This is an optimization exercise on Yosys and OpenROAD, whose aim is small area and a short achievable clock period, not a production implementation.
At most, simulation tests tie the RTL to the original design; equivalence was not proved.

Design cic_interpolator, start of the top module:
module cic_interpolator (
  input  logic                clock,
  input  logic                reset_n,
  input  logic [5:0]          interpolation,
  input  logic                clear_underflow,
  output logic                underflow,
  input  logic                out_strobe,
  input  logic                in_valid,
  input  logic signed [17:0]  in_data,
  output logic                in_ready,
  output logic                out_valid,
  output logic signed [17:0]  out_data
);
For scale: ~2800 cells after synthesis, about 400 flip-flops, ~50 I/O pins, roughly 0.026 mm² of cells after synthesis.
Settings: LEC_CHECK=0, CAP_MARGIN=20, CORE_MARGIN=2, CORE_UTILIZATION=40, PLACE_DENSITY=0.6, SETUP_SLACK_MARGIN=3.3, SLEW_MARGIN=20; clock period 6.5 ns.
standard.sh (not shown) runs the stock make flow with config.mk's settings and CLKGATE_MAP_FILE= SYNTH_SCRIPT=/design/flow/synth_recipe.tcl, a recipe that flattens the netlist after the stock synthesis.
==> flow/flow/run.sh <==
#!/bin/bash
# Standard ORFS layout (the standard.sh) with: no dummy loads in clock
# tree synthesis, and buf_2 as the port buffer. Make's output: flow_make.log.
set -euo pipefail
bash standard.sh \
  "CTS_ARGS=-sink_clustering_enable -repair_clock_nets -dont_use_dummy_load" \
  "BUFFER_PORTS_ARGS=-buffer_cell sky130_fd_sc_hd__buf_2" \
  finish > flow_make.log 2>&1
The first run completed with no timing, DRC or antenna violations.
==> next run, changes <==
- ABC_AREA: not set -> 1
- CORE_UTILIZATION: 40 -> 50
- PLACE_DENSITY: 0.6 -> 0.65
- SETUP_SLACK_MARGIN: 3.3 -> 3.35
Outcome: The changed run completed without violations; cell area goes up by 2.4%; sequential cell count does not change; worst hold slack degrades by 0.0046 ns.
==> next run, changes <==
==> flow/flow/run.sh (replaced) <==
#!/bin/bash
# Standard ORFS layout (the standard.sh), with clock tree synthesis told
# not to add dummy loads. Make's full output goes to flow_make.log.
set -euo pipefail
bash standard.sh \
  "CTS_ARGS=-sink_clustering_enable -repair_clock_nets -dont_use_dummy_load" \
  finish > flow_make.log 2>&1
- ABC_AREA: 1 -> not set
- CORE_UTILIZATION: 50 -> 60
- PLACE_DENSITY: 0.65 -> 0.72
- SETUP_SLACK_MARGIN: 3.35 -> 3.2
Outcome:
- The changed run produced a clean layout
- worst setup slack degrades by 0.31 ns
- cell count fell by about a fifth

========
Another version of the RTL of cic_interpolator (not shown whole).
Size: roughly 400 flip-flops, ~50 I/O pins, about 25000 um^2 of cells after synthesis.
clock: 6.5 ns
lec_check: 0
cap_margin: 20
core_margin: 2
core_utilization: 55
place_density: 0.65
setup_slack_margin: 3.35
slew_margin: 20
run.sh (not shown) runs the stock make flow with config.mk's settings and CLKGATE_MAP_FILE= SYNTH_SCRIPT=/design/flow/synth_recipe.tcl, a recipe that flattens the netlist after the stock synthesis.
Stock flow here: none of the scripts above is used.
Edit:
- CORE_UTILIZATION: 55 -> 40
- PLACE_DENSITY: 0.65 -> 0.6
- SETUP_SLACK_MARGIN: 3.35 -> 3.2
The changed run produced a clean layout.
Die area rose by 37%.
Clock-buffer cell count went down by 3.
Utilization decreases by 20 points.
Cell count increases by 5.3%.
Cell area went down by 1.7%.
Wire length went down by 1.9%.
Global-route usage goes down by 6.9 points.
Worst hold slack barely changes.
Synthesized area stays the same.
No functional check of the RTL was part of any run of this note.

========
== wip/harbor ==
RTL: one of the versions met above, not the one the previous note started from.
Size in the first run: about 2800 cells after synthesis, about 400 flip-flops, roughly 50 I/O pins, roughly 26000 sq um of cells after synthesis.
Settings: LEC_CHECK=0, CAP_MARGIN=20, CORE_MARGIN=2, CORE_UTILIZATION=40, PLACE_DENSITY=0.6, SETUP_SLACK_MARGIN=3.2, SLEW_MARGIN=20; clock period 6.5 ns.
standard.sh (not shown) runs the stock make flow with config.mk's settings and CLKGATE_MAP_FILE= SYNTH_SCRIPT=/design/flow/synth_recipe.tcl, a recipe that flattens the netlist after the stock synthesis.
==> flow/flow/run.sh <==
#!/bin/bash
# Standard ORFS layout (the standard.sh) with clock tree synthesis using
# clkbuf_8 leaf buffers and no dummy loads. Make's output: flow_make.log.
set -euo pipefail
bash standard.sh \
  "CTS_ARGS=-sink_clustering_enable -repair_clock_nets -dont_use_dummy_load -buf_list sky130_fd_sc_hd__clkbuf_8" \
  finish > flow_make.log 2>&1
--- input diff wip/harbor..wip/delta ---
Settings: ABC_AREA now 1, previously not set; SETUP_SLACK_MARGIN now 3.55, was 3.2.
==> flow/flow/run.sh <==
#!/bin/bash
# Standard ORFS layout (the standard.sh) with: no dummy loads in clock
# tree synthesis, and buf_2 as the port buffer. Make's output: flow_make.log.
set -euo pipefail
bash standard.sh \
  "CTS_ARGS=-sink_clustering_enable -repair_clock_nets -dont_use_dummy_load" \
  "BUFFER_PORTS_ARGS=-buffer_cell sky130_fd_sc_hd__buf_2" \
  finish > flow_make.log 2>&1
Notes after the runs:
No stage failed in wip/harbor, and the final checks on the layout all came back clean.
wip/delta: all stages complete, timing, DRC and antenna checks passed
Relative to wip/harbor, the cell count after synthesis measured on wip/delta has increased by more than a quarter.
Master of the slowest instance on the critical path: dfrtp_1 -> wip/harbor, buf_12 -> wip/delta
Between wip/delta and wip/harbor, it is wip/delta whose depth of the critical timing path with buffers and inverters included is lower, by 8.
Looking at type of the setup path with the least slack, the primary input to primary output result is from wip/delta; the register to register one comes from wip/harbor.
Slack of the critical path improves in wip/delta relative to wip/harbor.
From wip/harbor to wip/delta the numbers moved as follows: global routing usage on met3 now sits lower; number of distinct library cells after synthesis now sits lower; final-layout clock buffer total now sits lower; number of buffers inserted by port buffering now sits at about the same level; via count of the first global-routing pass now sits higher.
The following lists how wip/willow was set up differently from wip/delta:
Settings: a deleted ABC_AREA that had been 1; a change of SETUP_SLACK_MARGIN from 3.55 to 3.45.
==> flow/flow/run.sh <==
#!/bin/bash
# Standard ORFS layout (the standard.sh), with clock tree synthesis told
# not to add dummy loads. Make's full output goes to flow_make.log.
set -euo pipefail
bash standard.sh \
  "CTS_ARGS=-sink_clustering_enable -repair_clock_nets -dont_use_dummy_load" \
  finish > flow_make.log 2>&1
- Looking at wire length after detailed routing, wip/willow sits above wip/delta.
- | post-synthesis cell area | wip/willow vs wip/delta | better |
- Of the two values seen for first element of the critical path, out_strobe was produced by wip/delta and integ2_q[25] by wip/willow.
- Cmp wip/delta and wip/willow / required time of the worst setup path / lower: wip/delta
- Setup slack in wip/willow is smaller than in wip/delta.
Input-level comparison between wip/lagoon and wip/willow:
Settings: changing SETUP_SLACK_MARGIN from 3.45 to 3.2.
Results
Result for wip/lagoon and wip/willow: all clean
Changes observed in wip/lagoon relative to wip/willow: global-route usage fell 0.44 points, cell depth of the worst flop-to-flop path fell 1, clock latency on the worst-skew pair rose 0.03 ns.
Here is what was changed in the inputs of wip/maple compared with wip/lagoon.
Settings: ABC_AREA now 1, previously not set; SETUP_SLACK_MARGIN now 3.35, was 3.2.
==> flow/flow/run.sh <==
#!/bin/bash
# Standard ORFS layout (the standard.sh) with: no dummy loads in clock
# tree synthesis, and buf_2 as the port buffer. Make's output: flow_make.log.
set -euo pipefail
bash standard.sh \
  "CTS_ARGS=-sink_clustering_enable -repair_clock_nets -dont_use_dummy_load" \
  "BUFFER_PORTS_ARGS=-buffer_cell sky130_fd_sc_hd__buf_2" \
  finish > flow_make.log 2>&1
Findings:
Looking at portion of the clock cycle consumed by the worst path in the final layout, wip/maple sits 2.2 points lower than wip/lagoon does. The via count of wip/maple is higher than that of wip/lagoon. Looking at detailed-placement wirelength estimate across both flows, wip/maple is the weaker of the two, with wip/lagoon ahead. wip/maple packs its core looser than wip/lagoon. On post-CTS setup-driven buffer insertion count, the higher figure sits with wip/lagoon, not wip/maple.

## re-timing with driven ports
In the flow no input, the clock included, has a driving cell. The finished layouts below were timed again as built, in two steps. Step 1, drivers: a clkbuf_16 drives clock and a buf_2 each remaining input, both assumed. Step 2, shift: input delay + t, output delay - t, t = (earliest + latest rising clock arrival at the registers) / 2. This alone moves slack from input paths to output paths. a / b / c = no drivers / after step 1 / after step 2; a / b = the first two.
run | shift t [ns] | setup slack, ns | hold WS [ns] | clock arrival spread, ns | worst register clock-pin slew, ns
the first run of note 1 | 0.628 | 3.299 / 3.189 / 3.036 | 0.456 / 0.456 / 0.456 | 0.038 / 0.038 | 0.06 / 0.06
the second run of note 1 | 0.626 | 3.413 / 3.185 / 3.042 | 0.451 / 0.451 / 0.451 | 0.063 / 0.062 | 0.06 / 0.06
the third run of note 1 | 0.616 | 3.107 / 3.099 / 2.611 | 0.459 / 0.459 / 0.459 | 0.048 / 0.048 | 0.06 / 0.06
the first run of note 2 | 0.637 | 2.829 / 2.823 / 2.186 | 0.463 / 0.463 / 0.463 | 0.011 / 0.011 | 0.06 / 0.06
the second run of note 2 | 0.642 | 2.884 / 2.886 / 2.244 | 0.463 / 0.463 / 0.463 | 0.023 / 0.024 | 0.06 / 0.06
wip/harbor | 0.685 | 3.207 / 3.156 / 2.666 | 0.415 / 0.415 / 0.415 | 0.080 / 0.080 | 0.06 / 0.06
wip/delta | 0.619 | 3.400 / 3.247 / 3.114 | 0.397 / 0.397 / 0.397 | 0.095 / 0.096 | 0.06 / 0.06
wip/willow | 0.635 | 3.238 / 3.238 / 2.925 | 0.463 / 0.463 / 0.463 | 0.054 / 0.055 | 0.06 / 0.06
wip/lagoon | 0.635 | 3.245 / 3.130 / 2.722 | 0.394 / 0.394 / 0.394 | 0.113 / 0.113 | 0.06 / 0.06
wip/maple | 0.618 | 3.386 / 3.233 / 2.940 | 0.396 / 0.396 / 0.396 | 0.096 / 0.096 | 0.06 / 0.06
After both steps setup and hold are still met in every run listed. The setup slack of the first run of note 2, which loses most, moves by -0.006 ns with the drivers and by -0.643 ns with both steps.
